This design comes from an exercise in tuning for small area, a short achievable clock period and few clock cycles per item on the open sky130 flow, not from production work. Where RTL was checked, it was by simulation tests only, not by an equivalence proof against the original.

==> flow/design.v (excerpt) <==
module seg_top (
    input  logic                                clk,
    input  logic                                rst,
    input  logic                                start_process,
    output logic                                processing_done,
    output logic                                mem_req,
    output logic [seg_ctrl_pkg::MEM_ADDR_W-1:0] mem_addr,
    input  logic                                mem_ack,
    input  logic [31:0]                         mem_rdata,
    input  seg_geom_pkg::pix_idx_t              label_addr,
    output seg_geom_pkg::label_t                label,
    output logic [9:0]                          leds
);
Size in the first run: ~1,400 cells after synthesis, ~590 flip-flops, ~78 I/O pins, ~23,000 um^2 of cells after synthesis.
==> module frame_ram, before the edit <==
module frame_ram (
    input  logic       clk,
    input  logic       shift,
    input  logic [3:0] pair_in,      
    input  logic [7:0] raddr,
    output logic [1:0] rdata
);
    logic [511:0] mem;
    always_ff @(posedge clk) begin
        if (shift) begin
            mem <= {pair_in, mem[511:4]};
        end
    end
    logic [7:0] dlo, dmid;
    logic [3:0] dhi;
    logic [1:0] part [0:3];
    logic [1:0] part_q [0:3];
    always_comb begin
        for (int k = 0; k < 8; k++) begin
            dlo[k]  = (raddr[2:0] == 3'(k));
            dmid[k] = (raddr[5:3] == 3'(k));
        end
        for (int j = 0; j < 4; j++) begin
            dhi[j] = (raddr[7:6] == 2'(j));
        end
        for (int j = 0; j < 4; j++) begin
            part[j] = 2'b00;
            for (int i = 0; i < 8; i++) begin
                logic [1:0] g;
                g = 2'b00;
                for (int k = 0; k < 8; k++) begin
                    g = g | ({2{dlo[k]}} & mem[2*(64*j+8*i+k) +: 2]);
                end
                part[j] = part[j] | ({2{dmid[i]}} & g);
            end
            part[j] = {2{dhi[j]}} & part[j];
        end
    end
    always_ff @(posedge clk) begin
        for (int j = 0; j < 4; j++) begin
            part_q[j] <= part[j];
        end
    end
    assign rdata = part_q[0] | part_q[1] | part_q[2] | part_q[3];
endmodule
Settings: LEC_CHECK=0, CAP_MARGIN=20, CORE_MARGIN=2, CORE_UTILIZATION=60, CTS_BUF_LIST=sky130_fd_sc_hd__clkbuf_16, CTS_CLUSTER_DIAMETER=60, CTS_CLUSTER_SIZE=24, PLACE_DENSITY=0.8, SETUP_SLACK_MARGIN=5, SLEW_MARGIN=20, SYNTH_MEMORY_MAX_BITS=16384; clock period 8.0 ns.
standard.sh (not shown) runs the stock make flow with config.mk's settings and CLKGATE_MAP_FILE= SYNTH_SCRIPT=/design/flow/synth_recipe.tcl, a recipe that flattens the netlist after the stock synthesis.
==> flow/flow/run.sh <==
#!/bin/bash
# Layout flow: the standard ORFS flow (standard.sh) with two changes.
#  1. Synthesis is the standard one (synth_recipe.tcl, ORFS synth.tcl) except for the ABC
#     script that maps the combinational logic: flow/abc.script replaces ORFS's
#     abc_speed.script, in a copy of ORFS's scripts folder made here. Registers are
#     mapped exactly as in the standard synthesis.
#  2. The port buffers that global placement inserts are buf_2 cells.
# Each tool's output goes to a log file in this folder; ORFS also keeps its per-step logs
# under orfs/logs/.
set -euo pipefail
work=$(pwd)
rm -rf "$work/scripts_abc"
cp -r "$FLOW_HOME/scripts" "$work/scripts_abc"
cp "$work/flow/abc.script" "$work/scripts_abc/abc_speed.script"
bash standard.sh "SCRIPTS_DIR=$work/scripts_abc" synth > synth.log 2>&1
bash standard.sh "BUFFER_PORTS_ARGS=-buffer_cell sky130_fd_sc_hd__buf_2" finish > layout.log 2>&1
==> flow/flow/abc.script <==
&get -n
&st
&dch
&nf -R 20
&put
buffer -c
topo
stime -c
upsize -c
dnsize -c
Testbench counts at the start, summed over its fixed seeds: cycles 30,746, frames 64.
Next try:
--- a/flow/design.v
+++ b/flow/design.v
@@ -26,39 +26,40 @@
         if (shift) begin
             mem <= {pair_in, mem[511:4]};
         end
     end
-    logic [7:0] dlo, dmid;
-    logic [3:0] dhi;
-    logic [1:0] part [0:3];
-    logic [1:0] part_q [0:3];
+    logic [7:0]  dlo;
+    logic [15:0] dmid;
+    logic [1:0]  dhi;
+    logic [1:0]  part [0:1];
+    logic [1:0]  part_q [0:1];
     always_comb begin
         for (int k = 0; k < 8; k++) begin
-            dlo[k]  = (raddr[2:0] == 3'(k));
-            dmid[k] = (raddr[5:3] == 3'(k));
-        end
-        for (int j = 0; j < 4; j++) begin
-            dhi[j] = (raddr[7:6] == 2'(j));
-        end
-        for (int j = 0; j < 4; j++) begin
+            dlo[k] = (raddr[2:0] == 3'(k));
+        end
+        for (int i = 0; i < 16; i++) begin
+            dmid[i] = (raddr[6:3] == 4'(i));
+        end
+        dhi = {raddr[7], !raddr[7]};
+        for (int j = 0; j < 2; j++) begin
             part[j] = 2'b00;
-            for (int i = 0; i < 8; i++) begin
+            for (int i = 0; i < 16; i++) begin
                 logic [1:0] g;
                 g = 2'b00;
                 for (int k = 0; k < 8; k++) begin
-                    g = g | ({2{dlo[k]}} & mem[2*(64*j+8*i+k) +: 2]);
+                    g = g | ({2{dlo[k]}} & mem[2*(128*j+8*i+k) +: 2]);
                 end
                 part[j] = part[j] | ({2{dmid[i]}} & g);
             end
             part[j] = {2{dhi[j]}} & part[j];
         end
     end
     always_ff @(posedge clk) begin
-        for (int j = 0; j < 4; j++) begin
+        for (int j = 0; j < 2; j++) begin
             part_q[j] <= part[j];
         end
     end
-    assign rdata = part_q[0] | part_q[1] | part_q[2] | part_q[3];
+    assign rdata = part_q[0] | part_q[1];
 endmodule
 `timescale 1ns/1ns
 module class_cmp (
     input  logic [7:0] r,
- The new run went through all stages and came out clean
- non-clock buffer count increases by 10
- final cell count came out higher by 1.9%
- utilization goes up by 0.27 points
- sequential share of layout area went down by 0.57 points
- clock-buffer cell count goes down by 4
- global-route usage is higher by 0.64 points
- setup slack degrades by 16 ps
- design area is higher by 0.39%
- hold slack improves by 19 ps
Only the layout flow was run in the second run of this note; the RTL was not checked for function there.

* * *

## oak
The RTL this note starts from:
==> flow/design.v <==
package seg_geom_pkg;
    localparam int IMG_W       = 16;
    localparam int IMG_H       = 16;
    localparam int NUM_CH      = 3;
    localparam int NUM_PIX     = IMG_W * IMG_H;
    localparam int NUM_BYTES   = NUM_PIX * NUM_CH;
    localparam int NUM_CLASSES = 4;
    typedef logic [7:0] pix_idx_t;
    typedef logic [1:0] label_t;
    typedef logic [7:0] pixel_t;
endpackage
package seg_ctrl_pkg;
    localparam int MEM_ADDR_W      = 20;
    localparam int WORDS_PER_FRAME = 192;
endpackage
`timescale 1ns/1ns
module frame_ram (
    input  logic       clk,
    input  logic       shift,
    input  logic [3:0] pair_in,      
    input  logic [7:0] raddr,
    output logic [1:0] rdata
);
    logic [511:0] mem;
    always_ff @(posedge clk) begin
        if (shift) begin
            mem <= {pair_in, mem[511:4]};
        end
    end
    logic [7:0]  dlo;
    logic [3:0]  dhi;
    logic [15:0] grp [0:3];
    logic [15:0] rd;
    logic [15:0] oct_q;
    logic [7:0]  sel_q;
    always_comb begin
        for (int k = 0; k < 8; k++) begin
            dlo[k] = (raddr[5:3] == 3'(k));
        end
        for (int i = 0; i < 4; i++) begin
            dhi[i] = (raddr[7:6] == 2'(i));
        end
        for (int i = 0; i < 4; i++) begin
            grp[i] = 16'h0000;
            for (int k = 0; k < 8; k++) begin
                grp[i] = grp[i] | ({16{dlo[k]}} & mem[16*(8*i+k) +: 16]);
            end
        end
        rd = 16'h0000;
        for (int i = 0; i < 4; i++) begin
            rd = rd | ({16{dhi[i]}} & grp[i]);
        end
    end
    always_ff @(posedge clk) begin
        oct_q <= rd;
        for (int k = 0; k < 8; k++) begin
            sel_q[k] <= (raddr[2:0] == 3'(k));
        end
    end
    always_comb begin
        rdata = 2'b00;
        for (int k = 0; k < 8; k++) begin
            rdata = rdata | ({2{sel_q[k]}} & oct_q[2*k +: 2]);
        end
    end
endmodule
`timescale 1ns/1ns
module class_cmp (
    input  logic [7:0] r,
    input  logic [7:0] g,
    input  logic [7:0] b,
    output logic [2:0] mx        
);
    function automatic logic ge8(input logic [7:0] x, input logic [7:0] y);
        logic c;
        c = 1'b1;
        for (int i = 0; i < 8; i++) begin
            c = (x[i] & ~y[i]) | (x[i] & c) | (~y[i] & c);
        end
        ge8 = c;
    endfunction
    logic r_ge_g, r_ge_b, g_ge_b;
    assign r_ge_g = ge8(r, g);
    assign r_ge_b = ge8(r, b);
    assign g_ge_b = ge8(g, b);
    assign mx[0] = r_ge_g && r_ge_b;
    assign mx[1] = !r_ge_g && g_ge_b;
    assign mx[2] = !mx[0] && !mx[1];
endmodule
module class_sort (
    input  logic [7:0] r,
    input  logic [7:0] g,
    input  logic [7:0] b,
    input  logic [2:0] mx,       
    output logic [7:0] m,        
    output logic [7:0] a1,       
    output logic [7:0] b1
);
    assign m  = ({8{mx[0]}} & r) | ({8{mx[1]}} & g) | ({8{mx[2]}} & b);
    assign a1 = ({8{mx[0]}} & g) | ({8{!mx[0]}} & r);
    assign b1 = ({8{mx[2]}} & g) | ({8{!mx[2]}} & b);
endmodule
module class_scorer (
    input  logic [7:0] m,        
    input  logic [7:0] a1,
    input  logic [7:0] b1,
    input  logic [1:0] mx,       
    output logic [1:0] lbl
);
    function automatic logic over(input logic [7:0] x, input logic [7:0] y, input logic [7:0] z);
        logic [10:0] p, q, s, k;
        logic [10:0] cc;
        logic c;
        integer i;
        p = 11'd0;
        q = 11'd0;
        for (i = 0; i < 8; i = i + 1) begin
            p[i]   = x[i] ^ y[i] ^ ~z[i];
            q[i+1] = (x[i] & y[i]) | (x[i] & ~z[i]) | (y[i] & ~z[i]);
        end
        cc = 11'd668;
        s = 11'd0;
        k = 11'd0;
        for (i = 0; i < 10; i = i + 1) begin
            s[i]   = p[i] ^ q[i] ^ cc[i];
            k[i+1] = cc[i] ? (p[i] | q[i]) : (p[i] & q[i]);
        end
        c = 1'b0;
        for (i = 0; i < 10; i = i + 1) begin
            c = (s[i] & k[i]) | (s[i] & c) | (k[i] & c);
        end
        over = c | k[10];
    endfunction
    always_comb begin
        if (over(a1, b1, m)) lbl = 2'd3;
        else if (mx[0])      lbl = 2'd0;
        else if (mx[1])      lbl = 2'd1;
        else                 lbl = 2'd2;
    end
endmodule
`timescale 1ns/1ns
module seg_top (
    input  logic                                clk,
    input  logic                                rst,
    input  logic                                start_process,
    output logic                                processing_done,
    output logic                                mem_req,
    output logic [seg_ctrl_pkg::MEM_ADDR_W-1:0] mem_addr,
    input  logic                                mem_ack,
    input  logic [31:0]                         mem_rdata,
    input  seg_geom_pkg::pix_idx_t              label_addr,
    output seg_geom_pkg::label_t                label,
    output logic [9:0]                          leds
);
    logic        busy;        
    logic        flag;        
    logic [7:0]  waddr;       
    logic [2:0]  wph;         
    logic        got;         
    logic        v1;          
    logic [1:0]  ph1;         
    logic        last1;       
    logic [23:0] pa;          
    logic [23:0] pb;          
    logic [2:0]  xa, xb;      
    logic [1:0]  pend;        
    logic        shift;       
    logic [3:0]  pair_in;     
    assign got = mem_req && mem_ack;
    always_ff @(posedge clk or posedge rst) begin
        if (rst) begin
            busy    <= 1'b0;
            flag    <= 1'b0;
            mem_req <= 1'b0;
            waddr   <= '0;
            wph     <= 3'b001;
            v1      <= 1'b0;
            ph1     <= '0;
            last1   <= 1'b0;
        end else begin
            v1    <= got;
            ph1   <= wph[2:1];
            last1 <= got && (waddr == 8'(seg_ctrl_pkg::WORDS_PER_FRAME - 1));
            if (!busy) begin
                if (start_process) begin
                    busy    <= 1'b1;
                    flag    <= 1'b0;
                    mem_req <= 1'b1;
                    waddr   <= '0;
                    wph     <= 3'b001;
                end
            end else begin
                if (got) begin
                    waddr <= waddr + 1'b1;
                    wph   <= {wph[1:0], wph[2]};
                    if (waddr == 8'(seg_ctrl_pkg::WORDS_PER_FRAME - 1)) begin
                        mem_req <= 1'b0;
                    end
                end
                if (v1 && last1) begin
                    busy <= 1'b0;
                    flag <= 1'b1;
                end
            end
        end
    end
    logic [15:0] h;
    logic [23:0] na;
    assign h = pb[23:8];
    always_comb begin
        na = ({24{wph[0]}} & mem_rdata[23:0])
           | ({24{wph[1]}} & {mem_rdata[15:0], h[15:8]})
           | ({24{wph[2]}} & {mem_rdata[7:0], h});
    end
    logic [2:0] nxa, nxb;
    class_cmp u_cmp_a (.r(na[7:0]), .g(na[15:8]), .b(na[23:16]), .mx(nxa));
    class_cmp u_cmp_b (.r(mem_rdata[15:8]), .g(mem_rdata[23:16]), .b(mem_rdata[31:24]), .mx(nxb));
    always_ff @(posedge clk) begin
        pa <= na;
        xa <= nxa;
        xb <= nxb;
        if (got) begin
            pb <= mem_rdata[31:8];
        end
    end
    logic [7:0] ma, a1a, b1a, mb, a1b, b1b;
    logic [1:0] la, lb;
    class_sort u_sort_a (.r(pa[7:0]), .g(pa[15:8]), .b(pa[23:16]), .mx(xa),
                         .m(ma), .a1(a1a), .b1(b1a));
    class_sort u_sort_b (.r(pb[7:0]), .g(pb[15:8]), .b(pb[23:16]), .mx(xb),
                         .m(mb), .a1(a1b), .b1(b1b));
    class_scorer u_cls_a (.m(ma), .a1(a1a), .b1(b1a), .mx(xa[1:0]), .lbl(la));
    class_scorer u_cls_b (.m(mb), .a1(a1b), .b1(b1b), .mx(xb[1:0]), .lbl(lb));
    always_ff @(posedge clk) begin
        if (v1 && ph1 == 2'd0) begin
            pend <= la;
        end
    end
    assign shift   = v1 && (ph1 != 2'd0);
    assign pair_in = ph1[0] ? {la, pend} : {lb, la};
    frame_ram u_label_ram (
        .clk     (clk),
        .shift   (shift),
        .pair_in (pair_in),
        .raddr   (label_addr),
        .rdata   (label)
    );
    assign processing_done = !busy;
    assign mem_addr        = {12'b0, waddr};
    assign leds            = {7'b0, flag, 1'b0, busy};
endmodule
Settings: LEC_CHECK=0, CAP_MARGIN=20, CORE_MARGIN=2, CORE_UTILIZATION=60, CTS_BUF_LIST=sky130_fd_sc_hd__clkbuf_16, CTS_CLUSTER_DIAMETER=60, CTS_CLUSTER_SIZE=24, PLACE_DENSITY=0.8, SETUP_SLACK_MARGIN=5, SLEW_MARGIN=20, SYNTH_MEMORY_MAX_BITS=16384; clock period 8.0 ns.
Scripts as last shown in full above: flow/flow/run.sh, flow/flow/abc.script
Testbench counts of oak, summed over its fixed seeds: cycles 30,746, frames 64.
[inputs] pine vs oak
diff --git a/flow/design.v b/flow/design.v
--- a/flow/design.v
+++ b/flow/design.v
@@ -27,40 +27,38 @@
             mem <= {pair_in, mem[511:4]};
         end
     end
-    logic [7:0]  dlo;
-    logic [3:0]  dhi;
-    logic [15:0] grp [0:3];
-    logic [15:0] rd;
-    logic [15:0] oct_q;
-    logic [7:0]  sel_q;
+    logic [7:0] dlo;
+    logic [7:0] dhi;
+    logic [7:0] grp [0:7];
+    logic [7:0] rd;
+    logic [7:0] quad_q;
+    logic [3:0] sel_q;
     always_comb begin
         for (int k = 0; k < 8; k++) begin
-            dlo[k] = (raddr[5:3] == 3'(k));
-        end
-        for (int i = 0; i < 4; i++) begin
-            dhi[i] = (raddr[7:6] == 2'(i));
-        end
-        for (int i = 0; i < 4; i++) begin
-            grp[i] = 16'h0000;
+            dlo[k] = (raddr[4:2] == 3'(k));
+            dhi[k] = (raddr[7:5] == 3'(k));
+        end
+        for (int i = 0; i < 8; i++) begin
+            grp[i] = 8'h00;
             for (int k = 0; k < 8; k++) begin
-                grp[i] = grp[i] | ({16{dlo[k]}} & mem[16*(8*i+k) +: 16]);
+                grp[i] = grp[i] | ({8{dlo[k]}} & mem[8*(8*i+k) +: 8]);
             end
         end
-        rd = 16'h0000;
-        for (int i = 0; i < 4; i++) begin
-            rd = rd | ({16{dhi[i]}} & grp[i]);
-        end
-    end
-    always_ff @(posedge clk) begin
-        oct_q <= rd;
-        for (int k = 0; k < 8; k++) begin
-            sel_q[k] <= (raddr[2:0] == 3'(k));
+        rd = 8'h00;
+        for (int i = 0; i < 8; i++) begin
+            rd = rd | ({8{dhi[i]}} & grp[i]);
+        end
+    end
+    always_ff @(posedge clk) begin
+        quad_q <= rd;
+        for (int k = 0; k < 4; k++) begin
+            sel_q[k] <= (raddr[1:0] == 2'(k));
         end
     end
     always_comb begin
         rdata = 2'b00;
-        for (int k = 0; k < 8; k++) begin
-            rdata = rdata | ({2{sel_q[k]}} & oct_q[2*k +: 2]);
+        for (int k = 0; k < 4; k++) begin
+            rdata = rdata | ({2{sel_q[k]}} & quad_q[2*k +: 2]);
         end
     end
 endmodule
### Flow results
a222oi_1 as the critical path's slowest cell was reported by oak, and or3_1 by pine. Of the two values seen for kind of critical path, in -> reg was produced by pine and reg -> out by oak. When the final numbers for pine and oak were put side by side, the post-synthesis sequential element count turned out to be greater in oak. Compared with oak, pine shows a higher setup slack. Looking only at clock period minus final worst setup slack, and setting everything else aside, the lower value of pine and oak goes to pine. Diff oak -> pine | final area | up by a few percent. Per the comparison of pine with oak, sequential share of layout area lower; core utilization higher.
Testbench counts of pine, summed over its fixed seeds: cycles 30,746, frames 64.

## static timing again, ports no longer ideal
In the flow no input, the clock included, has a driving cell. The finished layouts below were timed again as built, in two steps.
Step 1 sets driving cells, clkbuf_16 on the clock port and buf_2 on the other inputs (assumed; they add their load-dependent delay and slew).
Step 2, shift: input delay + t, output delay - t, t = (earliest + latest rising clock arrival at the registers) / 2. This alone moves slack from input paths to output paths.
a / b / c = ideal ports / drivers / drivers and shift; a / b = the first two.
run	shift t [ns]	slack for setup (ns)	pins driven straight from the clock port
the first run of note 1	0.613	4.778 / 4.730 / 4.388	1
the second run of note 1	0.636	4.762 / 4.762 / 4.208	1
oak	0.597	4.677 / 4.627 / 4.461	1
pine	0.608	4.774 / 4.700 / 4.092	1
After both steps setup and hold are still met in every run listed. The setup slack of pine, which loses most, moves by -0.074 ns with the drivers and by -0.682 ns with both steps.
